This is an optimization exercise on Yosys and OpenROAD, whose aim is small area, not a production implementation.
Function was checked by simulation only, so behaviour that the tests miss may differ from the original.
Power and IR drop assume default switching activity. The clock port is modelled as an ideal driver; clocking choices that lean on that would not hold on a real chip.

<file path="flow/run.sh">
#!/bin/bash
# synth_recipe.tcl (not shown) runs the flow's synth.tcl, then flattens the netlist and writes it again
# the make line also repeats each setting of config.mk as NAME=value (left out here)
make -C /OpenROAD-flow-scripts/flow DESIGN_CONFIG=/design/flow/config.mk WORK_HOME=/design/flow/orfs CLKGATE_MAP_FILE= SYNTH_SCRIPT=/design/flow/synth_recipe.tcl finish
</file>
<file path="flow/config.mk">
export PLATFORM = sky130hd
export DESIGN_NAME = day08_pair_scheduler
export DESIGN_NICKNAME = day08_pair_scheduler
export VERILOG_FILES = /design/flow/design.v
export SDC_FILE = /design/flow/constraint.sdc
export NUM_CORES = 4
export LEC_CHECK = 0
export CAP_MARGIN = 20
export CORE_MARGIN = 2
export CORE_UTILIZATION = 35
export SLEW_MARGIN = 20
</file>
<file path="flow/constraint.sdc">
create_clock -name core_clock -period 5.5 [get_ports {clk}]
set_input_delay 1.1000 -clock core_clock [delete_from_list [all_inputs] [get_ports {clk}]]
set_output_delay 1.1000 -clock core_clock [all_outputs]
set_load 0.01 [all_outputs]
</file>
<file path="flow/design.v">
`default_nettype none
package day08_pkg;
    localparam int DAY08_COORD_BIT_WIDTH = 32;
    localparam int DAY08_DIMENSIONS      = 3;
    typedef logic [DAY08_COORD_BIT_WIDTH-1:0] coord_t;
    typedef coord_t [0:DAY08_DIMENSIONS-1]    point_t;
endpackage
`default_nettype wire
`default_nettype none
module day08_point_store #(
    parameter int  DEPTH      = 10,
    parameter int  POINT_W    = 96,
    localparam int ROWS       = (DEPTH + 1) / 2,
    localparam int RW         = $clog2(ROWS)
) (
    input  logic               clk,
    input  logic [DEPTH-1:0]   wr_en,
    input  logic [POINT_W-1:0] wr_data,
    input  logic [RW-1:0]      rd_even_row,
    input  logic [RW-1:0]      rd_odd_row,
    output logic [POINT_W-1:0] rd_even,
    output logic [POINT_W-1:0] rd_odd
);
    logic [POINT_W-1:0] r_mem [0:DEPTH-1];
    for (genvar i = 0; i < DEPTH; i++) begin : g_ent
        always_ff @(posedge clk) begin
            if (wr_en[i]) r_mem[i] <= wr_data;
        end
    end
    always_comb begin
        rd_even = '0;
        rd_odd  = '0;
        for (int r = 0; r < ROWS; r++) begin
            rd_even = rd_even | ({POINT_W{rd_even_row == RW'(r)}} & r_mem[2*r]);
            if (2*r+1 < DEPTH)
                rd_odd = rd_odd | ({POINT_W{rd_odd_row == RW'(r)}} & r_mem[2*r+1]);
        end
    end
endmodule
`default_nettype wire
`default_nettype none
module day08_pair_scheduler
#(
    parameter int  MAX_NODE_COUNT  = 10,
    parameter int  COORD_BIT_WIDTH = day08_pkg::DAY08_COORD_BIT_WIDTH,
    parameter int  DIMENSIONS      = day08_pkg::DAY08_DIMENSIONS,
    parameter int  BATCH_SIZE      = 2,
    localparam int INDEX_BIT_WIDTH = $clog2(MAX_NODE_COUNT)
) (
    input  logic                                                       clk,
    input  logic                                                       rst_n,
    input  logic                                                       load_valid,
    output logic                                                       load_ready,
    input  logic [0:DIMENSIONS-1][COORD_BIT_WIDTH-1:0]                 load_coord,
    input  logic                                                       load_last,
    input  logic                                                       in_ready,
    output logic [0:BATCH_SIZE-1][0:DIMENSIONS-1][COORD_BIT_WIDTH-1:0] batch_coords,
    output logic [0:BATCH_SIZE-1][INDEX_BIT_WIDTH-1:0]                 batch_indices,
    output logic [BATCH_SIZE-1:0]                                      batch_valid,
    output logic                                                       batch_line_end,
    output logic                                                       batch_stream_end,
    output logic [INDEX_BIT_WIDTH:0]                                   node_count,
    output logic                                                       done
);
    localparam int PW  = DIMENSIONS * COORD_BIT_WIDTH;
    localparam int IW  = INDEX_BIT_WIDTH;
    localparam int CW  = INDEX_BIT_WIDTH + 1;
    localparam int RW  = $clog2((MAX_NODE_COUNT + 1) / 2);
    logic           r_load;
    logic           r_done;
    logic [CW-1:0]  r_node_count;
    logic [IW-1:0]  r_ref;
    logic [IW-1:0]  r_cur;
    logic           w_stream;
    logic           w_wr;
    logic           w_last_load;
    logic [MAX_NODE_COUNT-1:0] w_wr_en;
    logic [CW-1:0]  w_cur1;
    logic [CW-1:0]  w_cur2;
    logic [CW-1:0]  w_ref2;
    logic           w_valid1;
    logic           w_line_end;
    logic           w_stream_end;
    logic           w_accept;
    logic [RW-1:0]  w_even_row;
    logic [RW-1:0]  w_odd_row;
    logic [PW-1:0]  w_even;
    logic [PW-1:0]  w_odd;
    assign w_stream     = !r_load && !r_done;
    assign w_wr         = r_load && load_valid;
    assign w_last_load  = w_wr && (load_last || (r_node_count == CW'(MAX_NODE_COUNT - 1)));
    assign w_cur1       = {1'b0, r_cur} + CW'(1);
    assign w_cur2       = {1'b0, r_cur} + CW'(2);
    assign w_ref2       = {1'b0, r_ref} + CW'(2);
    assign w_valid1     = (w_cur1 < r_node_count);
    assign w_line_end   = (w_cur2 >= r_node_count);
    assign w_stream_end = w_line_end && (w_ref2 >= r_node_count);
    assign w_accept     = w_stream && in_ready;
    for (genvar i = 0; i < MAX_NODE_COUNT; i++) begin : g_we
        assign w_wr_en[i] = w_wr && (r_node_count[IW-1:0] == IW'(i));
    end
    always_ff @(posedge clk or negedge rst_n) begin
        if (!rst_n) begin
            r_load       <= 1'b1;
            r_done       <= 1'b0;
            r_node_count <= '0;
        end else begin
            if (w_wr) begin
                r_node_count <= r_node_count + CW'(1);
            end
            if (w_last_load) begin
                r_load <= 1'b0;
            end
            if (w_accept && w_stream_end) begin
                r_done <= 1'b1;
            end
        end
    end
    always_ff @(posedge clk) begin
        if (w_last_load) begin
            r_ref <= '0;
            r_cur <= '0;
        end else if (w_accept) begin
            if (w_line_end) begin
                r_ref <= r_ref + IW'(1);
                r_cur <= r_ref + IW'(1);
            end else begin
                r_cur <= r_cur + IW'(2);
            end
        end
    end
    assign w_even_row = RW'(w_cur1[CW-1:1]);
    assign w_odd_row  = RW'(r_cur[IW-1:1]);
    day08_point_store #(
        .DEPTH   (MAX_NODE_COUNT),
        .POINT_W (PW)
    ) u_store (
        .clk         (clk),
        .wr_en       (w_wr_en),
        .wr_data     (load_coord),
        .rd_even_row (w_even_row),
        .rd_odd_row  (w_odd_row),
        .rd_even     (w_even),
        .rd_odd      (w_odd)
    );
    assign batch_coords[0]  = r_cur[0] ? w_odd : w_even;
    assign batch_coords[1]  = r_cur[0] ? w_even : w_odd;
    assign batch_indices[0] = r_cur;
    assign batch_indices[1] = w_cur1[IW-1:0];
    assign batch_valid      = {w_stream && w_valid1, w_stream};
    assign batch_line_end   = w_stream && w_line_end;
    assign batch_stream_end = w_stream && w_stream_end;
    assign load_ready       = r_load;
    assign done             = r_done;
    assign node_count       = r_node_count;
endmodule
`default_nettype wire
</file>
==> results of run 1 <==
sequential cells by signal, summed over array words and instances, names as in the netlist:
register       flops
r_cur              4
r_done             1
r_load             1
r_node_count       5
r_ref              4
u_store.r_mem    960
Yosys cell counts (2+ instances only):
cell type / number / area share (%)
buf_4: 4 / 0.078
inv_1: 9 / 0.088
a21o_1: 98 / 1.9
dfxtp_1: 8 / 0.42
xor2_1: 5 / 0.11
nand2b_1: 5 / 0.081
xnor2_1: 7 / 0.16
edfxtp_1: 960 / 75
mux2i_1: 6 / 0.16
clkbuf_1: 90 / 0.88
dfrtp_1: 6 / 0.39
nor3_1: 4 / 0.052
a22oi_1: 382 / 7.5
buf_2: 42 / 0.55
nand2_1: 394 / 3.8
a21oi_1: 101 / 1.3
mux2_2: 3 / 0.088
nand3_1: 5 / 0.065
and2_1: 9 / 0.15
and3_1: 9 / 0.15
a31oi_1: 2 / 0.033
buf_1: 16 / 0.16
ha_1: 27 / 0.88
o21ai_0: 6 / 0.078
nor2_1: 9 / 0.088
mux4_2: 95 / 5.6
how the worst min path moves through the flow:
stage	start	endpoint	slack, ps	depth (start not counted)
CTS	r_ref[3]	r_ref[3]	520	1
floorplan	r_ref[2]	r_ref[2]	470	1
finish	r_ref[2]	r_ref[2]	510	1
global placement	r_ref[3]	r_ref[3]	500	1
detailed placement	r_ref[3]	r_ref[3]	500	1
global route	r_ref[3]	r_ref[3]	540	1
timing repair:
| item | 4_1_cts | 5_1_grt |
|---|---|---|
| gates resized for setup | 1 | 0 |
| buffers inserted | 0 | 0 |
| hold buffers | 0 | 0 |
| endpoints found under the setup margin | 1 | 0 |
layout make-up:
cell class	instances	share of cell area [%]
inverters	10	0.0855
clock buffers	120	5.69
repair buffers	367	8.02
multi-input cells	1179	18.8
clock inverters	68	1.31
flip-flops and latches	975	62.3
well taps	1414	3.78
cells in the final DEF (no fill, tap or decap), types with 3 or more instances in the layout:
master,Yosys,layout
a21o_1,98,98
a21oi_1,101,101
a22oi_1,382,382
and2_1,9,4
and2_4,0,5
and3_1,9,3
and3_4,0,6
buf_12,0,16
buf_4,4,39
bufinv_16,0,10
clkbuf_1,90,16
clkbuf_16,0,104
clkdlybuf4s50_1,0,311
clkinv_1,0,25
clkinv_2,0,20
clkinv_4,0,3
clkinvlp_4,0,4
dfrtp_1,6,6
dfxtp_1,8,6
edfxtp_1,960,960
ha_1,27,22
ha_4,0,5
inv_1,9,9
inv_6,0,4
mux2_2,3,3
mux2i_1,6,6
mux4_2,95,95
nand2_1,394,394
nand2b_1,5,5
nand3_1,5,5
nor2_1,9,7
o21ai_0,6,6
xnor2_1,7,7
xor2_1,5,5
logic make-up (layout without fill, tap and decap cells):
kind of cell | after synthesis | after routing | share of synthesized area (%)
fa+ha+maj | 27 | 27 | 0.878
buf+inv | 162 | 565 | 1.76
flops | 975 | 975 | 75.8
simple gates | 438 | 438 | 4.47
mux | 104 | 104 | 5.80
xor+xnor | 13 | 13 | 0.315
compound gates | 597 | 597 | 11.0
where the power goes:
group | switching, mW | internal, mW
logic | 6.83 | 6.15
registers | 0.0774 | 8.19
clock network | 2.82 | 3.92
total | 9.73 | 18.3
per-stage QoR:
stage               worst slack (ps)  util, %
floorplan                      -24.7        -
global placement                 711     39.9
detailed placement               772     39.9
CTS                              193     42.9
global route                    62.0     42.9
finish                           315     42.9
layer usage:
layer | share of wire, % | GRT usage, %
met5 | 0.026 | 0
met4 | 1.7 | 4.50
met3 | 6.7 | 3.44
met2 | 50 | 31.1
met1 | 42 | 23.3
==> qor.txt, run 1 <==
Initial Utilization: 35.3%
I/O pin count: 312
Total GRT Usage: 18.0%
CTS Buf Count: 102
Tightest Pin Transition: 1060 ps
via count: 22400
Crit Path Max Fanout: 22
Final min period: 5190 ps
Yosys reg bits: 975
Multi-input gate area: 8790 µm²
CP Launch Type: flip-flop
CTS tree: built
synthesized net count: 2444
gpl congestion: 0.803
H-tree Lvls: 3
slowest cell delay on critical path: 760 ps
fmax: 193 MHz
port bufs: 311
Cells after Synth: 2316
first-pass GRT wire length: 151000 µm
sequential element share of the synthesized area: 75.8%
critical path required time: 4400 ps
Worst R2R Path Depth: 4
root buf cell: clkbuf_16
Reg2Reg Launch Point: r_load
Slew HR: 29.7%
share of cells above drive strength 1: 12.1%
max cap viols: 0
EDFF count, synth: 960
Setup Skew: 20.5 ps
Post-Layout Cell Count: 4133
TritonCTS Sinks: 975
DP Area: 43500 µm²
Slowest-stage cell, CP: a2111oi_1
Final Hold Viols: 0
# rows: 121
# DRC: 0
Crit Path Category: reg -> out
Worst Path Arrival: 4090 ps
fillers: 9551
Total Neg Setup Slack: 0 ps
unrepaired setup endpoints after global routing: false
clk latency of the worst-skew pair: 670 ps
Final HPWL DP: 60000 µm
Lkg Pwr: 15.7 nW
Peak VDD IR: 0.496 mV
clk buf depth: 3
Final setup viols: 0
Starting DRT DRC Count: 2075
vias per cell: 5.42
Final Cycle Share: 94.3%
Hold Crit Class: reg -> reg
Post-Syn Area per Cell: 16.6 µm²
clock slew at reported path FFs: 60 ps
Area Overhead vs Synth: 21.6%
Final Cell Area: 46800 µm²
largest net degree at the start of global routing: 97
cell area after synthesis: 38500 µm²
Buffers & Inverters on Critical Path: 1
DR WL/cell: 25.0 µm
async set or reset register ratio after synthesis: 0.718%
initial antenna violation count: 3
top_reg_cell synth: edfxtp_1
Final Slew Violations: 0
yosys synthesis warning count: 3
status: finished clean
beginning of the critical path: r_cur[1]
Routed WL: 104000 µm
flip-flop and latch area: 29200 µm²
CP Cell Sequence: ha_4 -> ha_1 -> nor2b_1 -> o21a_1 -> o21ai_0 -> nand2b_1 -> a2111oi_1 -> clkdlybuf4s50_1
nets@finish: 2763
WP depth: 8
crit end category: output pin
gr ovfl total: 0
Die Width: 336 µm
count of cell types in the netlist: 40
die area: 113000 µm²
number of global-route vias before repair: 23200
Die Ht: 336 µm
total power: 28.0 mW
Cell Count Post-Placement: 3945
DRT antenna net count: 0
core area: 109000 µm²
First-pass DRT Iterations: 6
crit-path leading delay family: compound AO/OA/AOI/OAI gates
antenna fix cells: 0
final hold slack: 512 ps
internal reg-to-reg setup slack: 2410 ps
FF-to-FF End: u_store.r_mem[3][13]
Worst Setup EP: batch_valid[1]
power density over the cells: 598 nW/µm²
==> run 2, diff against run 1 <==
--- a/flow/design.v
+++ b/flow/design.v
@@ -11,12 +11,11 @@
     parameter int  DEPTH      = 10,
     parameter int  POINT_W    = 96,
-    localparam int ROWS       = (DEPTH + 1) / 2,
-    localparam int RW         = $clog2(ROWS)
+    localparam int ROWS       = (DEPTH + 1) / 2
 ) (
     input  logic               clk,
     input  logic [DEPTH-1:0]   wr_en,
     input  logic [POINT_W-1:0] wr_data,
-    input  logic [RW-1:0]      rd_even_row,
-    input  logic [RW-1:0]      rd_odd_row,
+    input  logic [ROWS-1:0]    rd_even_sel,
+    input  logic [ROWS-1:0]    rd_odd_sel,
     output logic [POINT_W-1:0] rd_even,
     output logic [POINT_W-1:0] rd_odd
@@ -32,7 +31,7 @@
         rd_odd  = '0;
         for (int r = 0; r < ROWS; r++) begin
-            rd_even = rd_even | ({POINT_W{rd_even_row == RW'(r)}} & r_mem[2*r]);
+            rd_even = rd_even | ({POINT_W{rd_even_sel[r]}} & r_mem[2*r]);
             if (2*r+1 < DEPTH)
-                rd_odd = rd_odd | ({POINT_W{rd_odd_row == RW'(r)}} & r_mem[2*r+1]);
+                rd_odd = rd_odd | ({POINT_W{rd_odd_sel[r]}} & r_mem[2*r+1]);
         end
     end
@@ -66,5 +65,5 @@
     localparam int IW  = INDEX_BIT_WIDTH;
     localparam int CW  = INDEX_BIT_WIDTH + 1;
-    localparam int RW  = $clog2((MAX_NODE_COUNT + 1) / 2);
+    localparam int ROWS = (MAX_NODE_COUNT + 1) / 2;
     logic           r_load;
     logic           r_done;
@@ -83,6 +82,9 @@
     logic           w_stream_end;
     logic           w_accept;
-    logic [RW-1:0]  w_even_row;
-    logic [RW-1:0]  w_odd_row;
+    logic [ROWS-1:0] r_even_sel;
+    logic [ROWS-1:0] r_odd_sel;
+    logic [ROWS-1:0] w_ref1_even_sel;
+    logic [ROWS-1:0] w_ref1_odd_sel;
+    logic [IW-1:0]   w_ref1;
     logic [PW-1:0]  w_even;
     logic [PW-1:0]  w_odd;
@@ -130,6 +132,23 @@
         end
     end
-    assign w_even_row = RW'(w_cur1[CW-1:1]);
-    assign w_odd_row  = RW'(r_cur[IW-1:1]);
+    assign w_ref1 = r_ref + IW'(1);
+    for (genvar r = 0; r < ROWS; r++) begin : g_sel
+        assign w_ref1_even_sel[r] = ((w_ref1 + IW'(1)) >> 1) == IW'(r);
+        assign w_ref1_odd_sel[r]  = (w_ref1 >> 1) == IW'(r);
+    end
+    always_ff @(posedge clk) begin
+        if (w_last_load) begin
+            r_even_sel <= ROWS'(1);
+            r_odd_sel  <= ROWS'(1);
+        end else if (w_accept) begin
+            if (w_line_end) begin
+                r_even_sel <= w_ref1_even_sel;
+                r_odd_sel  <= w_ref1_odd_sel;
+            end else begin
+                r_even_sel <= r_even_sel << 1;
+                r_odd_sel  <= r_odd_sel << 1;
+            end
+        end
+    end
     day08_point_store #(
         .DEPTH   (MAX_NODE_COUNT),
@@ -139,6 +158,6 @@
         .wr_en       (w_wr_en),
         .wr_data     (load_coord),
-        .rd_even_row (w_even_row),
-        .rd_odd_row  (w_odd_row),
+        .rd_even_sel (r_even_sel),
+        .rd_odd_sel  (r_odd_sel),
         .rd_even     (w_even),
         .rd_odd      (w_odd)
==> run 2 against run 1 <==
- still clean
- clock power is 1% lower
- area after synthesis is 4.3% lower
- maximum frequency is 9.3% higher
- sequential share of layout area is 3.3 points higher
- global-route usage is 0.71 points lower
- routed wire length is 7.6% lower
- register-to-register slack better by 270 ps
- via count is 2.1% lower
- first-iteration DRC count is 17% higher
- synthesized cell count is 5.6% lower
- total power is 18% lower
- final cell count is 5.0% lower
- critical path type unchanged
- largest power group is now sequential cells
==> qor.txt, run 2 <==
Crit Path Max Fanout: 51 (+130%)
unrepaired setup endpoints after global routing: false
clk buf depth: 3 (unchanged)
Routed WL: 95700 µm (-7.6%)
Total GRT Usage: 17.3% (-0.71 points)
Cells after Synth: 2186 (-5.6%)
power density over the cells: 513 nW/µm² (-14%)
commonest non-fill, non-tap cells in the layout: edfxtp_1 (960), clkdlybuf4s50_1 (311), nor2_1 (197), a31oi_1 (196)
Yosys reg bits: 985 (+1.0%)
Hold Crit Class: reg -> reg
# rows: 118 (-2.5%)
Tightest Pin Transition: 1000 ps (-51.2 ps)
critical path required time: 4400 ps (about the same)
Crit Path Category: reg -> out
most frequent cell after synthesis: edfxtp_1
max FFs per register: 960 (unchanged)
final hold slack: 547 ps (+35.0 ps)
CP Launch Type: flip-flop
async set or reset register ratio after synthesis: 0.711% (-0.0073 points)
count of cell types in the netlist: 47 (+18%)
port bufs: 311 (unchanged)
DR WL/cell: 24.4 µm (-2.7%)
Synth top area share: 78.3% (+3.4 points)
H-tree Lvls: 3 (unchanged)
Buffers & Inverters on Critical Path: 2 (+1)
Starting DRT DRC Count: 2435 (+17%)
share of cells above drive strength 1: 7.89% (-4.2 points)
Post-Syn Area per Cell: 16.8 µm² (+1.4%)
TritonCTS Sinks: 985 (+1.0%)
Setup Skew: 30.6 ps (+10.2 ps)
Slowest-stage cell, CP: dfxtp_4
yosys synthesis warning count: 3 (unchanged)
core area: 104000 µm² (-4.6%)
vias per cell: 5.58 (+3.0%)
I/O pin count: 312 (unchanged)
CP Cell Sequence: inv_6 -> ha_1 -> nand2b_1 -> a21oi_1 -> o21a_1 -> nor3_1 -> nor2b_1 -> clkdlybuf4s50_1
sequential element share of the synthesized area: 79.7% (+3.9 points)
synthesized net count: 2314 (-5.3%)
CTS tree: built
Cell Count Post-Placement: 3744 (-5.1%)
Multi-input gate area: 6810 µm² (-23%)
Setup Fix Bufs, Post-CTS: 0 (unchanged)
Final min period: 4740 ps (-441 ps)
top_reg_cell synth: edfxtp_1
EDFF count, synth: 960 (unchanged)
Final HPWL DP: 53500 µm (-11%)
Slew HR: 32.6% (+3.0 points)
Peak VDD IR: 0.344 mV (-31%)
Die Width: 328 µm (-2.1%)
Final Hold Viols: 0 (unchanged)
post-CTS resize count: 0 (-1)
DRT antenna net count: 0 (unchanged)
Reg with most FFs: u_store.r_mem
Die Ht: 328 µm (-2.1%)
clock slew at reported path FFs: 60 ps (about the same)
total power: 23.0 mW (-18%)
Final setup viols: 0 (unchanged)
leading area contributor after synthesis: edfxtp_1
hold_buf cts: 0 (unchanged)
fmax: 211 MHz (+9.3%)
flip-flop and latch area: 29400 µm² (+0.80%)
First-pass DRT Iterations: 9 (+3)
Total Neg Setup Slack: 0 ps (unchanged)
largest net degree at the start of global routing: 97 (unchanged)
clk latency of the worst-skew pair: 680 ps (about the same)
Initial Utilization: 35.4% (+0.13 points)
fillers: 9156 (-4.1%)
slowest cell delay on critical path: 680 ps (-80 ps)
commonest non-fill, non-tap cell in the layout: edfxtp_1
# DRC: 0 (unchanged)
synth cell count leaders: edfxtp_1 (960), nor2_1 (197), a31oi_1 (196), a222oi_1 (192), a22oi_1 (192)
first-pass GRT wire length: 141000 µm (-6.8%)
synth top area cells: edfxtp_1 (78%), a222oi_1 (5.2%), a22oi_1 (3.9%), a31oi_1 (3.3%), nor2_1 (2.0%)
cell area after synthesis: 36800 µm² (-4.3%)
max cap viols: 0 (unchanged)
die area: 108000 µm² (-4.2%)
Post-Layout Cell Count: 3928 (-5.0%)
Util after Layout: 43.1% (+0.15 points)
gpl congestion: 0.777 (-3.2%)
Lkg Pwr: 14.3 nW (-8.5%)
crit-path leading delay family: buffers and inverters
Worst Path Arrival: 3640 ps (-450 ps)
via count: 21900 (-2.1%)
root buf cell: clkbuf_16
gr ovfl total: 0 (unchanged)
Final Slew Violations: 0 (unchanged)
Final Cycle Share: 86.3% (-8.0 points)
nets@finish: 2593 (-6.2%)
status: finished clean
crit end category: output pin
initial antenna violation count: 4 (+1)
CTS Buf Count: 99 (-2.9%)
number of global-route vias before repair: 22100 (-4.5%)
Area Overhead vs Synth: 21.6% (about the same)
==> run 2: cell count changes after synthesis, sizes merged, moves of 7 or more <==
cell,before,now
nand2,394,109
a31oi,2,196
a222oi,0,192
a22oi,382,192
nor2,9,197
a21o,98,1
mux4,95,0
a21oi,101,15
clkbuf,90,152
buf,62,15
o21ai,6,18
dfxtp,8,18
nand3,5,12
nor3,4,11
==> run 2: through the flow <==
| step | cell area, µm² | setup slack [ps] |
|---|---|---|
| finish | 44800 | 756 |
| global route | 44800 | 495 |
| CTS | 44800 | 680 |
| detailed placement | 41600 | 1440 |
| global placement | 41600 | 1280 |
| floorplan | 36800 | -2940 |
==> run 2: area by class of cell <==
type	count	share of cell area (%)
flip-flops and latches	985	65.7
multi-input cells	1024	15.2
repair buffers	345	7.97
clock buffers	119	5.70
inverters	10	0.0950
well taps	1380	3.86
clock inverters	64	1.50
diodes	1	0.00559
==> run 2: layer usage <==
metal / global-route usage, % / vias to the layer above / part of all wire, %
met4: 5.24 / 6 / 2.2
met2: 29.8 / 882 / 49
met1: 22.4 / 11200 / 41
met5: 0 / - / 0.045
met3: 2.94 / 128 / 6.8
li1: - / 9704 / -
==> run 2: cell families after synthesis <==
logic type / synth area share [%]
DFF: 79.7
muxes: 0.0272
buffers and inverters: 1.85
AOI/OAI and AO/OA: 13.2
and+or+nand+nor: 3.99
adders and majority gates: 0.917
xor gates and xnor gates: 0.282
==> run 2: power breakdown <==
group          internal, mW  switching, mW
logic                  3.15           3.92
registers              8.32          0.935
clock network          3.92           2.73
==> run 2: path summary, 6_finish.rpt <==
kind	startpoint	endpoint	slack, ps	cells after the start
min reg2reg	r_load	r_load	550	1
max	r_cur[0]	batch_stream_end	760	8
max in group asynchronous	rst_n	r_load	4460	1
min	r_load	r_load	550	1
min in group asynchronous	rst_n	r_node_count[4]	720	1
max reg2reg	r_cur[0]	r_odd_sel[3]	2680	7
==> run 3, diff against run 2 <==
==> flow/flow/run.sh (new file) <==
#!/bin/bash
# Standard layout, with two changes to the cells it picks:
#  - port buffers are buf_1 (the default picks a 10 um2 delay buffer);
#  - the clock tree uses clkbuf_16 sink buffers on larger sink clusters and
#    no dummy loads.
set -euo pipefail
export BUFFER_PORTS_ARGS="-buffer_cell sky130_fd_sc_hd__buf_1"
export CTS_ARGS="-sink_clustering_enable -repair_clock_nets -dont_use_dummy_load -buf_list sky130_fd_sc_hd__clkbuf_16 -sink_clustering_size 30 -sink_clustering_max_diameter 80"
bash standard.sh > make_finish.log 2>&1
==> flow/standard.sh (new file) <==
#!/bin/bash
# synth_recipe.tcl (not shown) runs the flow's synth.tcl, then flattens the netlist and writes it again
# the make line also repeats each setting of config.mk as NAME=value (left out here)
make -C /OpenROAD-flow-scripts/flow DESIGN_CONFIG=/design/flow/config.mk WORK_HOME=/design/flow/orfs CLKGATE_MAP_FILE= SYNTH_SCRIPT=/design/flow/synth_recipe.tcl "${@:-finish}"
removed: flow/run.sh
==> run 3 against run 2 <==
- still clean
- register-to-register slack worse by 260 ps
- maximum frequency is 3.5% higher
- synthesized cell count stayed put
- combinational power is 17% lower
- worst hold slack worse by 150 ps
- routed wire length is 2.5% lower
- setup slack better by 160 ps
- critical path type unchanged
- largest power group unchanged
- highest routed layer unchanged
==> qor.txt, run 3 <==
Crit Path Category: reg -> out
Die Width: 328 µm (unchanged)
cell area after synthesis: 36800 µm² (unchanged)
Worst Path Arrival: 3490 ps (-150 ps)
Tightest Pin Transition: 981 ps (-23.2 ps)
Slew HR: 34.6% (+2.0 points)
Final WS setup: 915 ps (+158 ps)
CP Cell Sequence: inv_6 -> ha_1 -> nand2b_1 -> a21oi_1 -> o21a_1 -> nor3_1 -> nor2b_1 -> buf_1
vias per cell: 5.67 (+1.5%)
fmax: 218 MHz (+3.5%)
routing usage on met2: 30.6% (+0.77 points)
CP Launch Type: flip-flop
crit end category: output pin
commonest non-fill, non-tap cell in the layout: edfxtp_1
first-pass GRT wire length: 138000 µm (-1.7%)
count of cell types in the netlist: 47 (unchanged)
Total GRT Usage: 16.9% (-0.46 points)
max cap viols: 0 (unchanged)
beginning of the critical path: r_cur[0]
nets@finish: 2539 (-2.1%)
synth cell count leaders: edfxtp_1 (960), nor2_1 (197), a31oi_1 (196), a222oi_1 (192), a22oi_1 (192)
Routed WL: 93300 µm (-2.5%)
Post-Layout Cell Count: 3790 (-3.5%)
synthesized net count: 2314 (unchanged)
EDFF count, synth: 960 (unchanged)
Final Slew Violations: 0 (unchanged)
Reg2Reg Launch Point: r_cur[0]
Slowest-stage cell, CP: dfxtp_4
synth top area cells: edfxtp_1 (78%), a222oi_1 (5.2%), a22oi_1 (3.9%), a31oi_1 (3.3%), nor2_1 (2.0%)
Post-Syn Area per Cell: 16.8 µm² (unchanged)
status: finished clean
TritonCTS Sinks: 985 (unchanged)
met3 usage: 2.23% (-0.72 points)
DR WL/cell: 24.6 µm (+1.0%)
# DRC: 0 (unchanged)
number of global-route vias before repair: 22200 (+0.30%)
most frequent cell after synthesis: edfxtp_1
gr ovfl total: 0 (unchanged)
Final HPWL DP: 53000 µm (-0.86%)
post-CTS resize count: 0 (unchanged)
Cell Count Post-Placement: 3743 (-0.027%)
Cells after Synth: 2186 (unchanged)
via count: 21500 (-2.0%)
DRT antenna net count: 0 (unchanged)
Crit Path Max Fanout: 74 (+45%)
Lkg Pwr: 12.4 nW (-13%)
sequential element share of the synthesized area: 79.7% (unchanged)
root buf cell: clkbuf_16
core area: 104000 µm² (unchanged)
Initial Utilization: 35.4% (unchanged)
top_reg_cell synth: edfxtp_1
port bufs: 311 (unchanged)
setup slack at placement: 1510 ps (+72.9 ps)
clock slew at reported path FFs: 80 ps (+20 ps)
# rows: 118 (unchanged)
Area Overhead vs Synth: 10.7%
leading area contributor after synthesis: edfxtp_1
power density over the cells: 458 nW/µm² (-11%)
hold_buf cts: 0 (unchanged)
Final Hold Viols: 0 (unchanged)
Final min period: 4590 ps (-158 ps)
slowest cell delay on critical path: 790 ps (+110 ps)
Setup Skew: 61.4 ps (+30.8 ps)
die area: 108000 µm² (unchanged)
commonest non-fill, non-tap cells in the layout: edfxtp_1 (960), buf_1 (311), nor2_1 (197), a31oi_1 (196)
share of cells above drive strength 1: 4.44% (-3.4 points)
critical path required time: 4400 ps (about the same)
Die Ht: 328 µm (unchanged)
clk buf depth: 3 (unchanged)
async set or reset register ratio after synthesis: 0.711% (unchanged)
Reg with most FFs: u_store.r_mem
yosys synthesis warning count: 3 (unchanged)
First-pass DRT Iterations: 8 (-1)
Final Cycle Share: 83.4% (-2.9 points)
initial antenna violation count: 2 (-2)
CTS tree: built
busiest grt layer: met2
Final setup viols: 0 (unchanged)
clk latency of the worst-skew pair: 640 ps (-40 ps)
Setup Fix Bufs, Post-CTS: 0 (unchanged)
met1 GRT Util: 21.6% (-0.86 points)
unrepaired setup endpoints after global routing: false
gpl congestion: 0.789 (+1.6%)
CTS Buf Count: 46 (-54%)
Hold Crit Class: in -> async
Peak VDD IR: 0.268 mV (-22%)
Synth top area share: 78.3% (unchanged)
Yosys reg bits: 985 (unchanged)
largest net degree at the start of global routing: 123 (+27%)
H-tree Lvls: 2 (-1)
Starting DRT DRC Count: 3029 (+24%)
max FFs per register: 960 (unchanged)
I/O pin count: 312 (unchanged)
[run 3: cell counts after synthesis]
No cell type changed its count.
[run 3: logic make-up after synthesis]
kind of cell / count (synthesis) / synth area share [%]
compound gates: 626 / 13.2
xor+xnor: 11 / 0.282
fa+ha+maj: 27 / 0.917
buf+inv: 177 / 1.85
flops: 985 / 79.7
mux: 1 / 0.0272
simple gates: 359 / 3.99
[run 3: worst paths after layout]
kind / end / slack (ps) / depth (start not counted)
min in group core_clock: r_node_count[4] / 550 / 1
setup reg to reg: r_odd_sel[3] / 2420 / 7
hold / removal: r_node_count[0] / 390 / 1
hold reg to reg: r_node_count[4] / 550 / 1
max in group asynchronous: r_load / 4770 / 1
setup / recovery: batch_stream_end / 910 / 8
[run 3: cell type report]
cell class                 instances  area (µm²)
fill                            9510       63200
inverter                          10        42.5
tap                             1380        1730
multi-input combinational       1024        6810
antenna                            1        2.50
timing repair buffer             344        1620
sequential                       985       29400
clock buffer                      46        1150
[run 3: layer usage]
layer | up-vias | part of all wire (%)
met1 | 11000 | 40
met5 | - | 0.014
met3 | 87 | 6.9
met2 | 858 | 51
li1 | 9494 | -
met4 | 2 | 1.5
[run 3: critical path: cells and delay by family (launching register included)]
kind / cells / cell delay (ps)
and+or+nand+nor: 3 / 430
adders and majority gates: 1 / 390
buffers and inverters: 2 / 510
DFF: 1 / 790
AOI/OAI and AO/OA: 2 / 760
[run 3: stage by stage]
step	util, %	TNS (ps)	hold slack, ps	total power [mW]	area [µm²]
after floorplan	-	-565030	488	12.7	36800
after global placement	38.1	0	509	15.2	39600
after detailed placement	38.1	0	534	15.3	39600
after CTS	39.2	0	351	18.9	40800
after global routing	39.2	0	383	19.7	40800
final	39.2	0	394	18.7	40800
[run 3: power breakdown]
part | switching [mW] | total, mW | internal, mW
clock network | 2.11 | 3.60 | 1.50
logic | 3.99 | 5.90 | 1.91
registers | 0.845 | 9.15 | 8.31
total | 6.94 | 18.7 | 11.7
==> run 4, diff against run 3 <==
--- a/flow/design.v
+++ b/flow/design.v
@@ -66,35 +66,45 @@
     localparam int CW  = INDEX_BIT_WIDTH + 1;
     localparam int ROWS = (MAX_NODE_COUNT + 1) / 2;
-    logic           r_load;
-    logic           r_done;
-    logic [CW-1:0]  r_node_count;
-    logic [IW-1:0]  r_ref;
-    logic [IW-1:0]  r_cur;
-    logic           w_stream;
-    logic           w_wr;
-    logic           w_last_load;
-    logic [MAX_NODE_COUNT-1:0] w_wr_en;
-    logic [CW-1:0]  w_cur1;
-    logic [CW-1:0]  w_cur2;
-    logic [CW-1:0]  w_ref2;
-    logic           w_valid1;
-    logic           w_line_end;
-    logic           w_stream_end;
-    logic           w_accept;
+    logic            r_load;
+    logic            r_done;
+    logic [CW-1:0]   r_node_count;
+    logic [IW-1:0]   r_ref;
+    logic            r_par;
     logic [ROWS-1:0] r_even_sel;
     logic [ROWS-1:0] r_odd_sel;
+    logic            w_stream;
+    logic            w_wr;
+    logic            w_last_load;
+    logic [MAX_NODE_COUNT-1:0] w_wr_en;
+    logic [IW-2:0]   w_even_row;
+    logic [IW-2:0]   w_odd_row;
+    logic [IW-1:0]   w_idx0;
+    logic [IW-1:0]   w_idx1;
+    logic [CW-1:0]   w_ref2;
+    logic            w_valid1;
+    logic            w_line_end;
+    logic            w_stream_end;
+    logic            w_accept;
+    logic [IW-1:0]   w_ref1;
     logic [ROWS-1:0] w_ref1_even_sel;
     logic [ROWS-1:0] w_ref1_odd_sel;
-    logic [IW-1:0]   w_ref1;
-    logic [PW-1:0]  w_even;
-    logic [PW-1:0]  w_odd;
+    logic [PW-1:0]   w_even;
+    logic [PW-1:0]   w_odd;
     assign w_stream     = !r_load && !r_done;
     assign w_wr         = r_load && load_valid;
     assign w_last_load  = w_wr && (load_last || (r_node_count == CW'(MAX_NODE_COUNT - 1)));
-    assign w_cur1       = {1'b0, r_cur} + CW'(1);
-    assign w_cur2       = {1'b0, r_cur} + CW'(2);
+    always_comb begin
+        w_even_row = '0;
+        w_odd_row  = '0;
+        for (int r = 0; r < ROWS; r++) begin
+            w_even_row = w_even_row | ({(IW-1){r_even_sel[r]}} & (IW-1)'(r));
+            w_odd_row  = w_odd_row  | ({(IW-1){r_odd_sel[r]}}  & (IW-1)'(r));
+        end
+    end
+    assign w_idx0       = {w_odd_row, r_par};
+    assign w_idx1       = {w_even_row, !r_par};
     assign w_ref2       = {1'b0, r_ref} + CW'(2);
-    assign w_valid1     = (w_cur1 < r_node_count);
-    assign w_line_end   = (w_cur2 >= r_node_count);
+    assign w_valid1     = ({1'b0, w_idx0} + CW'(1) < r_node_count);
+    assign w_line_end   = ({1'b0, w_idx0} + CW'(2) >= r_node_count);
     assign w_stream_end = w_line_end && (w_ref2 >= r_node_count);
     assign w_accept     = w_stream && in_ready;
@@ -119,17 +129,4 @@
         end
     end
-    always_ff @(posedge clk) begin
-        if (w_last_load) begin
-            r_ref <= '0;
-            r_cur <= '0;
-        end else if (w_accept) begin
-            if (w_line_end) begin
-                r_ref <= r_ref + IW'(1);
-                r_cur <= r_ref + IW'(1);
-            end else begin
-                r_cur <= r_cur + IW'(2);
-            end
-        end
-    end
     assign w_ref1 = r_ref + IW'(1);
     for (genvar r = 0; r < ROWS; r++) begin : g_sel
@@ -139,8 +136,12 @@
     always_ff @(posedge clk) begin
         if (w_last_load) begin
+            r_ref      <= '0;
+            r_par      <= 1'b0;
             r_even_sel <= ROWS'(1);
             r_odd_sel  <= ROWS'(1);
         end else if (w_accept) begin
             if (w_line_end) begin
+                r_ref      <= w_ref1;
+                r_par      <= w_ref1[0];
                 r_even_sel <= w_ref1_even_sel;
                 r_odd_sel  <= w_ref1_odd_sel;
@@ -163,8 +164,8 @@
         .rd_odd      (w_odd)
     );
-    assign batch_coords[0]  = r_cur[0] ? w_odd : w_even;
-    assign batch_coords[1]  = r_cur[0] ? w_even : w_odd;
-    assign batch_indices[0] = r_cur;
-    assign batch_indices[1] = w_cur1[IW-1:0];
+    assign batch_coords[0]  = r_par ? w_odd : w_even;
+    assign batch_coords[1]  = r_par ? w_even : w_odd;
+    assign batch_indices[0] = w_idx0;
+    assign batch_indices[1] = w_idx1;
     assign batch_valid      = {w_stream && w_valid1, w_stream};
     assign batch_line_end   = w_stream && w_line_end;
==> run 4 against run 3 <==
- worst hold slack lost 43 ps
- final cell count decreased by 0.42%
- maximum frequency up 2.4%
- sequential cell count fell by 4
- routed wire length is 2.1% higher
- global-route usage up 0.24 points
- total power grew 1.5%
- combinational power is 13% higher
- synthesized cell count decreased by 0.96%
==> qor.txt, run 4 <==
gr ovfl total: 0 (unchanged)
Final Slew Violations: 0 (unchanged)
clk latency of the worst-skew pair: 650 ps (about the same)
Worst Path Arrival: 3380 ps (-110 ps)
status: finished clean
top_reg_cell synth: edfxtp_1
number of global-route vias before repair: 21500 (-3.2%)
gpl congestion: 0.750 (-5.0%)
critical path required time: 4400 ps (about the same)
vias per cell: 5.69 (+0.32%)
max FFs per register: 960 (unchanged)
EDFF count, synth: 960 (unchanged)
Final min period: 4480 ps (-109 ps)
async set or reset register ratio after synthesis: 0.714% (+0.0029 points)
die area: 107000 µm² (-0.38%)
CP Launch Type: flip-flop
clock slew at reported path FFs: 90 ps (about the same)
synth cell count leaders: edfxtp_1 (960), nor2_1 (199), a31oi_1 (195), a222oi_1 (192), a22oi_1 (192)
Reg with most FFs: u_store.r_mem
root buf cell: clkbuf_16
via count: 21500 (-0.10%)
crit end category: output pin
max cap viols: 0 (unchanged)
DRT antenna net count: 0 (unchanged)
Cells after Synth: 2165 (-0.96%)
Setup Skew: 70.1 ps (+8.67 ps)
Total Neg Setup Slack: 0 ps (unchanged)
yosys synthesis warning count: 3 (unchanged)
commonest non-fill, non-tap cell in the layout: edfxtp_1
main combinational cell family by area after synthesis: compound AO/OA/AOI/OAI gates
most frequent cell after synthesis: edfxtp_1
First-pass DRT Iterations: 8 (unchanged)
metal3 WL: 6860 µm (+6.9%)
I/O pin count: 312 (unchanged)
count of cell types in the netlist: 49 (+4.3%)
Slew HR: 35.2% (+0.55 points)
Crit Path Category: reg -> out
share of cells above drive strength 1: 4.77% (+0.32 points)
commonest non-fill, non-tap cells in the layout: edfxtp_1 (960), buf_1 (311), nor2_1 (199), a31oi_1 (195)
CTS tree: built
port bufs: 311 (unchanged)
Lkg Pwr: 12.2 nW (-2.2%)
TritonCTS Sinks: 981 (-0.41%)
power density over the cells: 466 nW/µm² (+1.9%)
hold_buf cts: 0 (unchanged)
fmax: 223 MHz (+2.4%)
cell area after synthesis: 36700 µm² (-0.38%)
post-CTS resize count: 0 (unchanged)
nets@finish: 2519 (-0.79%)
# DRC: 0 (unchanged)
Setup Fix Bufs, Post-CTS: 0 (unchanged)
CTS Buf Count: 45 (-2.2%)
core area: 104000 µm² (-0.14%)
Post-Syn Area per Cell: 16.9 µm² (+0.59%)
synthesized net count: 2290 (-1.0%)
Initial Utilization: 35.3% (-0.085 points)
Synth Area in Compound Gates: 13.0% (-0.25 points)
Peak VDD IR: 0.284 mV (+5.8%)
Final Hold Viols: 0 (unchanged)
Total GRT Usage: 17.1% (+0.24 points)
Yosys reg bits: 981 (-0.41%)
Post-Synth Adder-Cell Area: 0.849% (-0.068 points)
Hold Crit Class: in -> async
Final HPWL DP: 53500 µm (+0.96%)
routed wl met2: 49000 µm (+2.6%)
first-pass GRT wire length: 138000 µm (-0.46%)
Final Cycle Share: 81.4% (-2.0 points)
sequential element share of the synthesized area: 79.8% (+0.086 points)
simple-gate portion of the synthesized area: 4.12% (+0.13 points)
initial antenna violation count: 9 (+7)
multiplexer area fraction after synthesis: 0.0580% (+0.031 points)
H-tree Lvls: 2 (unchanged)
Post-Synth XOR/XNOR Area: 0.310% (+0.028 points)
unrepaired setup endpoints after global routing: false
DR WL/cell: 25.2 µm (+2.5%)
Routed WL: 95200 µm (+2.1%)
Crit Path Max Fanout: 51 (-31%)
Synth top area share: 78.6% (+0.30 points)
Die Ht: 328 µm (-0.19%)
# rows: 118 (unchanged)
Top Metal Used: met5
Tightest Pin Transition: 973 ps (-8.20 ps)
Starting DRT DRC Count: 2520 (-17%)
leading area contributor after synthesis: edfxtp_1
Die Width: 328 µm (-0.19%)
Area Overhead vs Synth: 10.7% (about the same)
Final setup viols: 0 (unchanged)
clk buf depth: 3 (unchanged)
largest net degree at the start of global routing: 97 (-21%)
final hold slack: 351 ps (-43.4 ps)
synth top area cells: edfxtp_1 (79%), a222oi_1 (5.2%), a22oi_1 (3.9%), a31oi_1 (3.3%), nor2_1 (2.0%)
met1 WL: 37000 µm (-2.0%)
==> run 4: layer usage <==
| layer | vias up | track usage, % |
|---|---|---|
| li1 | 9426 | - |
| met1 | 11000 | 21.1 |
| met2 | 848 | 30.5 |
| met3 | 124 | 3.22 |
| met4 | 14 | 4.91 |
| met5 | - | 0 |
==> run 4: area by class of cell <==
class | count | area (µm²)
sequential | 981 | 29300
tap | 1380 | 1730
clock buffer | 45 | 1130
multi-input combinational | 1008 | 6770
fill | 9417 | 63200
timing repair buffer | 347 | 1610
inverter | 11 | 46.3
antenna | 2 | 5.00
==> run 4: path summary, 6_finish.rpt <==
kind,depth (start not counted),from,to,slack (ps)
worst max register to register,4,r_load,u_store.r_mem[4][11],2440
min in group core_clock,1,r_node_count[4],r_node_count[4],520
worst min-delay path,1,rst_n,r_node_count[2],350
worst min register to register,1,r_node_count[4],r_node_count[4],520
max in group asynchronous,1,rst_n,r_node_count[3],4830
worst max-delay path,5,r_odd_sel[3],batch_coords[191],1020
==> run 4: per-stage QoR <==
| step | utilization [%] | total power, mW | setup slack, ps | cells | area [µm²] |
|---|---|---|---|---|---|
| floorplan | - | 12.8 | -14.8 | 2165 | 36700 |
| global placement | 38.0 | 15.5 | 1660 | 3727 | 39500 |
| detailed placement | 38.0 | 15.6 | 1700 | 3727 | 39500 |
| CTS | 39.1 | 19.1 | 978 | 3772 | 40600 |
| global route | 39.1 | 19.9 | 828 | 3774 | 40600 |
| finish | 39.1 | 18.9 | 1020 | 3774 | 40600 |
==> run 4: critical path, stage by stage, from the launching register on <==
cell      delay (ps)
dfxtp_4          380
buf_4            640
buf_4            760
a222oi_1         240
a31oi_1          360
buf_1            350
==> run 4: kinds of logic after synthesis <==
group                    Yosys count
buffers and inverters            176
adder cells (fa/ha/maj)           25
AO/OA/AOI/OAI                    601
AND/OR/NAND/NOR                  367
multiplexers                       2
XOR/XNOR                          13
flip-flops                       981
==> run 4: where the power goes <==
group | switching [mW] | internal, mW
Sequential | 0.420 | 8.26
Clock | 2.10 | 1.47
Combinational | 4.60 | 2.08
==> run 5, diff against run 4 <==
--- a/flow/config.mk
+++ b/flow/config.mk
@@ -8,4 +8,4 @@
 export CAP_MARGIN = 20
 export CORE_MARGIN = 2
-export CORE_UTILIZATION = 35
+export CORE_UTILIZATION = 65
 export SLEW_MARGIN = 20
==> run 5 against run 4 <==
- count of clock-buffer cells in the layout is 5 lower
- clock power is 6.2% lower
- global-route usage is 12 points higher
- combinational power is 7.2% lower
- critical path depth is 4 higher
- area after synthesis stayed put
- sequential share of layout area is 1.8 points higher
- register-to-register slack better by 70 ps
- largest power group unchanged
- highest routed layer unchanged
==> qor.txt, run 5 <==
crit end category: output pin
TritonCTS Sinks: 981 (unchanged)
Die Ht: 242 µm (-26%)
sequential element share of the synthesized area: 79.8% (unchanged)
leading area contributor after synthesis: edfxtp_1
largest net degree at the start of global routing: 202 (+110%)
gr ovfl total: 0 (unchanged)
synthesized net count: 2290 (unchanged)
flip-flop and latch area: 29300 µm² (unchanged)
EDFF count, synth: 960 (unchanged)
Tightest Pin Transition: 1150 ps (+177 ps)
Crit Path Max Fanout: 201 (+290%)
max cap viols: 0 (unchanged)
First-pass DRT Iterations: 9 (+1)
vias per cell: 6.91 (+22%)
gpl congestion: 0.826 (+10%)
commonest non-fill, non-tap cells in the layout: edfxtp_1 (960), buf_1 (311), nor2_1 (199), a31oi_1 (195)
fmax: 220 MHz (-1.4%)
post-CTS resize count: 0 (unchanged)
Crit Path Category: reg -> out
Final Slew Violations: 0 (unchanged)
hold_buf cts: 0 (unchanged)
Worst R2R Path Depth: 4 (unchanged)
Yosys reg bits: 981 (unchanged)
Initial Utilization: 65.4% (+30 points)
Die Width: 242 µm (-26%)
crit-path leading delay family: buffers and inverters
max FFs per register: 960 (unchanged)
Buffers & Inverters on Critical Path: 2 (-1)
via count: 21700 (+1.2%)
cell area after synthesis: 36700 µm² (unchanged)
Area Overhead vs Synth: 7.99%
Starting DRT DRC Count: 2992 (+19%)
synth cell count leaders: edfxtp_1 (960), nor2_1 (199), a31oi_1 (195), a222oi_1 (192), a22oi_1 (192)
final hold slack: 407 ps (+56.6 ps)
most used cell, CP: ha_1
Slowest-stage cell, CP: buf_12
Cell Count Post-Placement: 3101 (-17%)
share of cells above drive strength 1: 4.44% (-0.32 points)
Routed WL: 86800 µm (-8.9%)
Slew HR: 23.1% (-12 points)
Final min period: 4540 ps (+62.7 ps)
first-pass GRT wire length: 130000 µm (-5.8%)
Final setup viols: 0 (unchanged)
most frequent cell after synthesis: edfxtp_1
status: finished clean
critical path required time: 4400 ps (about the same)
Post-Syn Area per Cell: 16.9 µm² (unchanged)
WP depth: 9 (+4)
Setup Fix Bufs, Post-CTS: 0 (unchanged)
root buf cell: clkbuf_16
Cells after Synth: 2165 (unchanged)
internal reg-to-reg setup slack: 2510 ps (+70 ps)
# rows: 87 (-26%)
commonest non-fill, non-tap cell in the layout: edfxtp_1
Total Neg Setup Slack: 0 ps (unchanged)
fillers: 3662 (-61%)
yosys synthesis warning count: 3 (unchanged)
Final Cell Area: 39600 µm² (-2.4%)
core area: 56100 µm² (-46%)
Reg with most FFs: u_store.r_mem
Lkg Pwr: 12.1 nW (-0.66%)
initial antenna violation count: 5 (-4)
number of global-route vias before repair: 21300 (-0.87%)
unrepaired setup endpoints after global routing: false
clk buf depth: 3 (unchanged)
I/O pin count: 312 (unchanged)
power density over the cells: 469 nW/µm² (+0.51%)
slowest cell delay on critical path: 620 ps (-140 ps)
Final Cycle Share: 82.5% (+1.1 points)
Multi-input gate area: 6760 µm² (about the same)
Peak VDD IR: 0.495 mV (+75%)
H-tree Lvls: 2 (unchanged)
DRT antenna net count: 0 (unchanged)
Final Hold Viols: 0 (unchanged)
die area: 58400 µm² (-46%)
Setup Skew: 84.7 ps (+14.7 ps)
nets@finish: 2512 (-0.28%)
port bufs: 311 (unchanged)
Total GRT Usage: 29.4% (+12 points)
async set or reset register ratio after synthesis: 0.714% (unchanged)
count of cell types in the netlist: 49 (unchanged)
Final HPWL DP: 48000 µm (-10%)
CP Launch Type: flip-flop
clk latency of the worst-skew pair: 630 ps (-20 ps)
Post-Layout Cell Count: 3142 (-17%)
CTS Buf Count: 40 (-11%)
CTS tree: built
synth top area cells: edfxtp_1 (79%), a222oi_1 (5.2%), a22oi_1 (3.9%), a31oi_1 (3.3%), nor2_1 (2.0%)
clock slew at reported path FFs: 90 ps (about the same)
top_reg_cell synth: edfxtp_1
Worst Path Arrival: 3440 ps (+60 ps)
# DRC: 0 (unchanged)
DP Area: 38600 µm² (-2.2%)
Hold Crit Class: in -> async
Synth top area share: 78.6% (unchanged)
CP Cell Sequence: buf_12 -> ha_1 -> ha_1 -> nor2b_1 -> o21a_1 -> o21ai_0 -> nand2b_1 -> a2111oi_0 -> buf_1
DR WL/cell: 27.6 µm (+9.4%)
run 5: cell counts after synthesis:
No cell type changed its count.
run 5: cells by family (layout without fill, tap and decap cells):
family / after synthesis / count (layout) / synth area share, %
flip-flops: 981 / 981 / 79.8
AO/OA/AOI/OAI: 601 / 601 / 13.0
AND/OR/NAND/NOR: 367 / 367 / 4.12
buffers and inverters: 176 / 396 / 1.89
adder cells (fa/ha/maj): 25 / 25 / 0.849
XOR/XNOR: 13 / 13 / 0.310
multiplexers: 2 / 2 / 0.0580
other: 0 / 1 / 0
run 5: final cells by class:
cell class              count  area share [%]
flip-flops and latches    981            74.0
clock buffers              40            2.53
multi-input cells        1008            17.1
inverters                  11           0.117
repair buffers            345            3.87
diodes                      1         0.00632
well taps                 756            2.39
run 5: path summary, 6_finish.rpt:
check,start,end
worst max-delay path,r_ref[0],batch_valid[1]
worst min-delay path,rst_n,r_done
worst max register to register,r_load,u_store.r_mem[2][82]
worst min register to register,r_load,r_load
max in group asynchronous,rst_n,r_node_count[3]
min in group core_clock,r_load,r_load
run 5: power by group:
group	leakage, nW	total, mW	switching [mW]	internal (mW)
registers	8.84	9.01	0.750	8.26
logic	2.76	6.20	4.17	2.03
clock network	0.493	3.35	2.04	1.32
total	12.1	18.6	6.96	11.6
run 5: layer usage:
layer	part of all wire [%]	track usage [%]	up-vias
met5	0.053	0	-
met4	2.8	8.97	8
met3	9.2	5.03	146
met2	49	48.0	1160
met1	39	41.4	11000
li1	-	-	9423
run 5: metrics by stage:
| step | setup slack (ps) | total power, mW | util [%] |
|---|---|---|---|
| floorplan | -14.8 | 12.8 | - |
| global placement | 1430 | 15.2 | 68.9 |
| detailed placement | 1520 | 15.3 | 68.9 |
| CTS | 866 | 18.6 | 70.7 |
| global route | 754 | 19.4 | 70.7 |
| finish | 960 | 18.6 | 70.7 |
==> run 6, diff against run 5 <==
--- a/flow/config.mk
+++ b/flow/config.mk
@@ -9,3 +9,5 @@
 export CORE_MARGIN = 2
 export CORE_UTILIZATION = 65
+export GPL_ROUTABILITY_DRIVEN = 0
+export GPL_TIMING_DRIVEN = 0
 export SLEW_MARGIN = 20
==> run 6 against run 5 <==
- final cell count up 5.3%
- routed wire length grew 6.9%
- worst hold slack worse by 12 ps
- synthesized cell count unchanged
- global-route usage increased by 1.9 points
- via count grew 4.3%
- setup slack worse by 770 ps
- critical path depth is 2 higher
- combinational power grew about 20%
- critical path type unchanged
- register-to-register slack worse by 820 ps
- sequential share of layout area is 1.7 points lower
==> qor.txt, run 6 <==
commonest non-fill, non-tap cells in the layout: edfxtp_1 (960), buf_1 (319), nor2_1 (199), a31oi_1 (195)
Starting DRT DRC Count: 3543 (+18%)
combinational share of power: 39.0% (+5.6 points)
setup slack at placement: 843 ps (-678 ps)
slowest cell delay on critical path: 580 ps (-40 ps)
synth cell count leaders: edfxtp_1 (960), nor2_1 (199), a31oi_1 (195), a222oi_1 (192), a22oi_1 (192)
clk buf depth: 3 (unchanged)
max FFs per register: 960 (unchanged)
top_reg_cell synth: edfxtp_1
# rows: 87 (unchanged)
first-pass GRT wire length: 137000 µm (+5.4%)
Crit Path Category: reg -> out
fillers: 3622 (-1.1%)
Slowest-stage cell, CP: clkbuf_2
count of cell types in the netlist: 49 (unchanged)
cell area after synthesis: 36700 µm² (unchanged)
CTS Buf Count: 40 (unchanged)
number of global-route vias before repair: 22100 (+3.6%)
internal power: 11.8 mW (+1.3%)
unrepaired setup endpoints after global routing: false
yosys synthesis warning count: 3 (unchanged)
Cells after Synth: 2165 (unchanged)
TritonCTS Sinks: 981 (unchanged)
status: finished clean
Final HPWL DP: 59700 µm (+25%)
Lkg Pwr: 12.4 nW (+2.7%)
Tightest Pin Transition: 1110 ps (-35.4 ps)
Final min period: 5310 ps (+771 ps)
Initial Utilization: 65.4% (unchanged)
Total GRT Usage: 31.4% (+1.9 points)
synth top area cells: edfxtp_1 (79%), a222oi_1 (5.2%), a22oi_1 (3.9%), a31oi_1 (3.3%), nor2_1 (2.0%)
port bufs: 311 (unchanged)
async set or reset register ratio after synthesis: 0.714% (unchanged)
H-tree Lvls: 2 (unchanged)
DR WL/cell: 28.0 µm (+1.5%)
Final Cycle Share: 96.6% (+14 points)
Setup Skew: 61.6 ps (-23.2 ps)
Clock Power Share: 17.7% (-0.4 points)
post-CTS resize count: 0 (unchanged)
max cap viols: 0 (unchanged)
Crit Path Max Fanout: 11 (-95%)
I/O pin count: 312 (unchanged)
largest net degree at the start of global routing: 47 (-77%)
vias per cell: 6.84 (-0.98%)
initial antenna violation count: 7 (+2)
Final setup viols: 0 (unchanged)
Reg with most FFs: u_store.r_mem
Area Overhead vs Synth: 10.4%
EDFF count, synth: 960 (unchanged)
synthesized net count: 2290 (unchanged)
via count: 22600 (+4.3%)
leading area contributor after synthesis: edfxtp_1
clk latency of the worst-skew pair: 620 ps (about the same)
sequential element share of the synthesized area: 79.8% (unchanged)
die area: 58400 µm² (unchanged)
Die Width: 242 µm (unchanged)
fmax: 188 MHz (-15%)
hold_buf cts: 0 (unchanged)
power density over the cells: 473 nW/µm² (+0.89%)
switching power: 7.40 mW (+6.3%)
Final Hold Viols: 0 (unchanged)
Routed WL: 92700 µm (+6.9%)
Post-Syn Area per Cell: 16.9 µm² (unchanged)
clock slew at reported path FFs: 100 ps (about the same)
Final WS setup: 190 ps (-771 ps)
First-pass DRT Iterations: 9 (unchanged)
DRT antenna net count: 0 (unchanged)
DP Area: 39500 µm² (+2.3%)
commonest non-fill, non-tap cell in the layout: edfxtp_1
most frequent cell after synthesis: edfxtp_1
share of cells above drive strength 1: 4.32% (-0.13 points)
CP Launch Type: flip-flop
critical path required time: 4400 ps (about the same)
nets@finish: 2676 (+6.5%)
Worst Path Arrival: 4210 ps (+770 ps)
crit end category: output pin
gr ovfl total: 0 (unchanged)
Util after Layout: 72.3% (+1.6 points)
CTS tree: built
Hold Crit Class: in -> async
Final Cell Area: 40500 µm² (+2.2%)
Seq pwr share: 43.3% (-5.2 points)
Synth top area share: 78.6% (unchanged)
core area: 56100 µm² (unchanged)
# DRC: 0 (unchanged)
Die Ht: 242 µm (unchanged)
root buf cell: clkbuf_16
Yosys reg bits: 981 (unchanged)
Setup Fix Bufs, Post-CTS: 0 (unchanged)
Peak VDD IR: 0.319 mV (-36%)
Switching Fraction: 38.6% (+1.1 points)
CP Cell Sequence: buf_2 -> inv_1 -> clkbuf_2 -> clkbuf_1 -> ha_1 -> nand2b_1 -> maj3_2 -> a221oi_4 -> nor3_1 -> nor2b_1 -> buf_1
Slew HR: 25.7% (+2.6 points)
Final Slew Violations: 0 (unchanged)
[run 6: worst paths after layout]
check / startpoint / to / slack, ps / depth (start not counted)
worst max-delay path: r_ref[0] / batch_stream_end / 190 / 11
worst min-delay path: rst_n / r_node_count[0] / 400 / 1
worst max register to register: r_ref[0] / r_odd_sel[1] / 1690 / 11
worst min register to register: r_load / r_load / 540 / 1
max in group asynchronous: rst_n / r_load / 4760 / 1
min in group core_clock: r_load / r_load / 540 / 1
[run 6: power by group through the flow]
stage                     clock (mW)  combinational (mW)  sequential [mW]
after CTS                       3.41                7.41             8.28
after floorplan                    0                4.41             8.44
after global routing            3.66                8.02             8.29
after detailed placement           0                7.39             8.45
final                           3.39                7.47             8.28
after global placement             0                7.29             8.45
[run 6: layout make-up]
type | instances | area, µm² | area share, %
diodes | 3 | 7.51 | 0.0185
plain buffers | 165 | 662 | 1.63
flip-flops and latches | 981 | 29300 | 72.3
repair buffers | 344 | 1810 | 4.46
multi-input cells | 1008 | 6760 | 16.7
clock buffers | 40 | 1000 | 2.47
well taps | 756 | 946 | 2.33
inverters | 11 | 41.3 | 0.102
[run 6: worst max-delay path: cells and delay by family (launching register included)]
kind            cells  cell delay, ps
fa+ha+maj           2             700
flops               1             400
simple gates        3             410
buf+inv             5            1740
compound gates      1             380
[run 6: per-layer routing]
metal,up-vias,part of all wire (%),global-route usage [%]
li1,9772,-,-
met1,11400,39,44.3
met2,1253,49,51.1
met3,159,9.1,4.93
met4,12,3.0,10.1
met5,-,0.082,0
[run 6: cells by family after synthesis]
family	synth area share [%]
AND/OR/NAND/NOR	4.12
AO/OA/AOI/OAI	13.0
XOR/XNOR	0.310
flip-flops	79.8
multiplexers	0.0580
adder cells (fa/ha/maj)	0.849
buffers and inverters	1.89
[run 6: per-stage QoR]
step / power, mW / TNS [ps] / cells / hold WS (ps)
after floorplan: 12.8 / -2850 / 2165 / 528
after global placement: 15.7 / -1331680 / 3232 / 521
after detailed placement: 15.8 / 0 / 3265 / 529
after CTS: 19.1 / 0 / 3305 / 384
after global routing: 20.0 / 0 / 3308 / 399
final: 19.1 / 0 / 3308 / 395
==> run 7, diff against run 6 <==
--- a/flow/config.mk
+++ b/flow/config.mk
@@ -8,6 +8,4 @@
 export CAP_MARGIN = 20
 export CORE_MARGIN = 2
-export CORE_UTILIZATION = 65
-export GPL_ROUTABILITY_DRIVEN = 0
-export GPL_TIMING_DRIVEN = 0
+export CORE_UTILIZATION = 80
 export SLEW_MARGIN = 20
==> run 7 against run 6 <==
- routed wire length decreased by 3.7%
- first-iteration DRC count is 14% higher
- worst hold slack better by 45 ps
- sequential share of layout area up 2.2 points
- die area down 18%
- sequential cell count stayed put
- setup slack improved by 750 ps
- sequential power rose by 9.3%
- register-to-register slack gained 690 ps
- count of clock-buffer cells in the layout shrank 1
- global-route usage grew 6.1 points
- cell area is 2.8% lower
- critical path type unchanged
- critical endpoint unchanged
==> qor.txt, run 7 <==
status: finished clean
TritonCTS Sinks: 981 (unchanged)
cell area after synthesis: 36700 µm² (unchanged)
top_reg_cell synth: edfxtp_1
clk buf depth: 3 (unchanged)
beginning of the critical path: r_odd_sel[2]
Initial Utilization: 81.0% (+16 points)
commonest non-fill, non-tap cell in the layout: edfxtp_1
Final Hold Viols: 0 (unchanged)
unrepaired setup endpoints after global routing: false
Peak VDD IR: 0.417 mV (+31%)
initial antenna violation count: 2 (-5)
power density over the cells: 474 nW/µm² (+0.26%)
critical path required time: 4400 ps (about the same)
Setup Fix Bufs, Post-CTS: 0 (unchanged)
Die Ht: 218 µm (-9.7%)
First-pass DRT Iterations: 10 (+1)
Reg with most FFs: u_store.r_mem
Die Width: 218 µm (-9.7%)
crit end category: output pin
Area Overhead vs Synth: 7.33%
Yosys reg bits: 981 (unchanged)
Post-Syn Area per Cell: 16.9 µm² (unchanged)
Cells after Synth: 2165 (unchanged)
CTS tree: built
largest net degree at the start of global routing: 201 (+330%)
Util after Layout: 87.0% (+15 points)
Hold Crit Class: in -> async
synth cell count leaders: edfxtp_1 (960), nor2_1 (199), a31oi_1 (195), a222oi_1 (192), a22oi_1 (192)
first-pass GRT wire length: 132000 µm (-3.6%)
Tightest Pin Transition: 1210 ps (+95.7 ps)
Routed WL: 89300 µm (-3.7%)
most frequent cell after synthesis: edfxtp_1
# rows: 78 (-10%)
max cap viols: 0 (unchanged)
leading area contributor after synthesis: edfxtp_1
H-tree Lvls: 2 (unchanged)
Final min period: 4560 ps (-752 ps)
gpl congestion: 0.790
Worst Path Arrival: 3460 ps (-750 ps)
I/O pin count: 312 (unchanged)
via count: 23000 (+1.5%)
post-CTS resize count: 0 (unchanged)
fmax: 219 MHz (+16%)
core area: 45300 µm² (-19%)
DRT antenna net count: 0 (unchanged)
port bufs: 311 (unchanged)
Reg2Reg Launch Point: r_load
CTS Buf Count: 39 (-2.5%)
EDFF count, synth: 960 (unchanged)
Synth top area share: 78.6% (unchanged)
Final Slew Violations: 0 (unchanged)
yosys synthesis warning count: 3 (unchanged)
Final setup viols: 0 (unchanged)
Slew HR: 19.4% (-6.4 points)
clk latency of the worst-skew pair: 630 ps (about the same)
count of cell types in the netlist: 49 (unchanged)
Lkg Pwr: 12.1 nW (-2.9%)
total power: 18.7 mW (-2.5%)
DR WL/cell: 30.0 µm (+6.9%)
share of cells above drive strength 1: 4.25% (-0.070 points)
nets@finish: 2506 (-6.4%)
synth top area cells: edfxtp_1 (79%), a222oi_1 (5.2%), a22oi_1 (3.9%), a31oi_1 (3.3%), nor2_1 (2.0%)
Final HPWL DP: 48200 µm (-19%)
Starting DRT DRC Count: 4038 (+14%)
clock slew at reported path FFs: 100 ps (about the same)
# DRC: 0 (unchanged)
CP Launch Type: flip-flop
die area: 47600 µm² (-18%)
max FFs per register: 960 (unchanged)
gr ovfl total: 0 (unchanged)
sequential element share of the synthesized area: 79.8% (unchanged)
root buf cell: clkbuf_16
hold_buf cts: 0 (unchanged)
Setup Skew: 71.6 ps (+10.0 ps)
Crit Path Category: reg -> out
Final Cycle Share: 82.9% (-14 points)
async set or reset register ratio after synthesis: 0.714% (unchanged)
number of global-route vias before repair: 22900 (+3.9%)
Crit Path Max Fanout: 48 (+37)
vias per cell: 7.71 (+13%)
Total GRT Usage: 37.5% (+6.1 points)
synthesized net count: 2290 (unchanged)
commonest non-fill, non-tap cells in the layout: edfxtp_1 (960), buf_1 (311), nor2_1 (199), a31oi_1 (195)
## run 7: power by group
group | switching [mW] | internal [mW]
sequential | 0.792 | 8.26
combinational | 4.30 | 2.02
clock | 2.00 | 1.28
total | 7.09 | 11.6
## run 7: layout make-up
class,count,area (µm²)
diodes,1,2.50
multi-input cells,1008,6770
flip-flops and latches,981,29300
repair buffers,340,1510
well taps,600,751
clock buffers,39,976
inverters,11,46.3
fillers,1877,5910
## run 7: metrics by stage
stage | hold slack, ps | worst slack [ps] | area, µm² | setup TNS, ps | std cells
after floorplan | 528 | -14.8 | 36700 | -2850 | 2165
after global placement | 509 | 1650 | 38400 | 0 | 2939
after detailed placement | 522 | 1610 | 38400 | 0 | 2939
after CTS | 426 | 971 | 39400 | 0 | 2978
after global routing | 463 | 764 | 39400 | 0 | 2980
final | 440 | 941 | 39400 | 0 | 2980
## run 7: metal layers
| metal | wire length, µm | track usage (%) | share of wire, % |
|---|---|---|---|
| met5 | 13 | 0 | 0.015 |
| met1 | 29200 | 48.9 | 33 |
| met3 | 11900 | 8.03 | 13 |
| met2 | 44800 | 62.5 | 50 |
| met4 | 3370 | 15.7 | 3.8 |
## run 7: critical path, stage by stage, from the launching register on
cell and delay [ps]:
dfxtp_4 800, nor2_1 200, nor2_1 200, xor2_1 190
ha_1 270, and3_1 190, a221oi_4 610, nor3_1 120
nor2b_1 160, buf_1 140
## run 7: final timing paths
check                                      endpoint  slack (ps)  cells after the start
worst max-delay path               batch_stream_end         940                      9
worst min-delay path                         r_done         440                      1
worst max register to register  u_store.r_mem[4][6]        2380                      4
worst min register to register      r_node_count[4]         530                      1
max in group asynchronous                    r_load        4740                      1
min in group core_clock             r_node_count[4]         530                      1
## run 7: cells by family after synthesis
logic type | count (synthesis) | synth area share [%]
AO/OA/AOI/OAI | 601 | 13.0
XOR/XNOR | 13 | 0.310
adder cells (fa/ha/maj) | 25 | 0.849
buffers and inverters | 176 | 1.89
flip-flops | 981 | 79.8
multiplexers | 2 | 0.0580
AND/OR/NAND/NOR | 367 | 4.12

## port drivers added, routing unchanged
How much do the figures lean on ideal ports? The routed layouts below were timed once more, with nothing changed but the port constraints.
Step 1: set_driving_cell puts a clkbuf_16 on clk and a buf_2 on each other input, an assumption about the parent block.
Step 2 moves the port delays by t, midway between the first and last clock arrival at a register: inputs arrive t later, outputs are due t later. That takes back most of the time a late clock gives input paths.
Three values: ideal ports, drivers, drivers and shift; two values: the first two.
run	shift t [ns]	setup slack, ns	worst data-port slew with drivers (ns)
run 1	0.724	0.315 / 0.251 / 0.976	0.16
run 2	0.730	0.756 / 0.692 / 1.422	0.14
run 3	0.669	0.915 / 0.849 / 1.519	0.16
run 4	0.674	1.023 / 0.962 / 1.636	0.14
run 5	0.653	0.960 / 0.898 / 1.551	0.11
run 6	0.652	0.190 / 0.127 / 0.779	0.11
run 7	0.649	0.941 / 0.882 / 1.531	0.09
After both steps setup and hold are still met in every run listed.
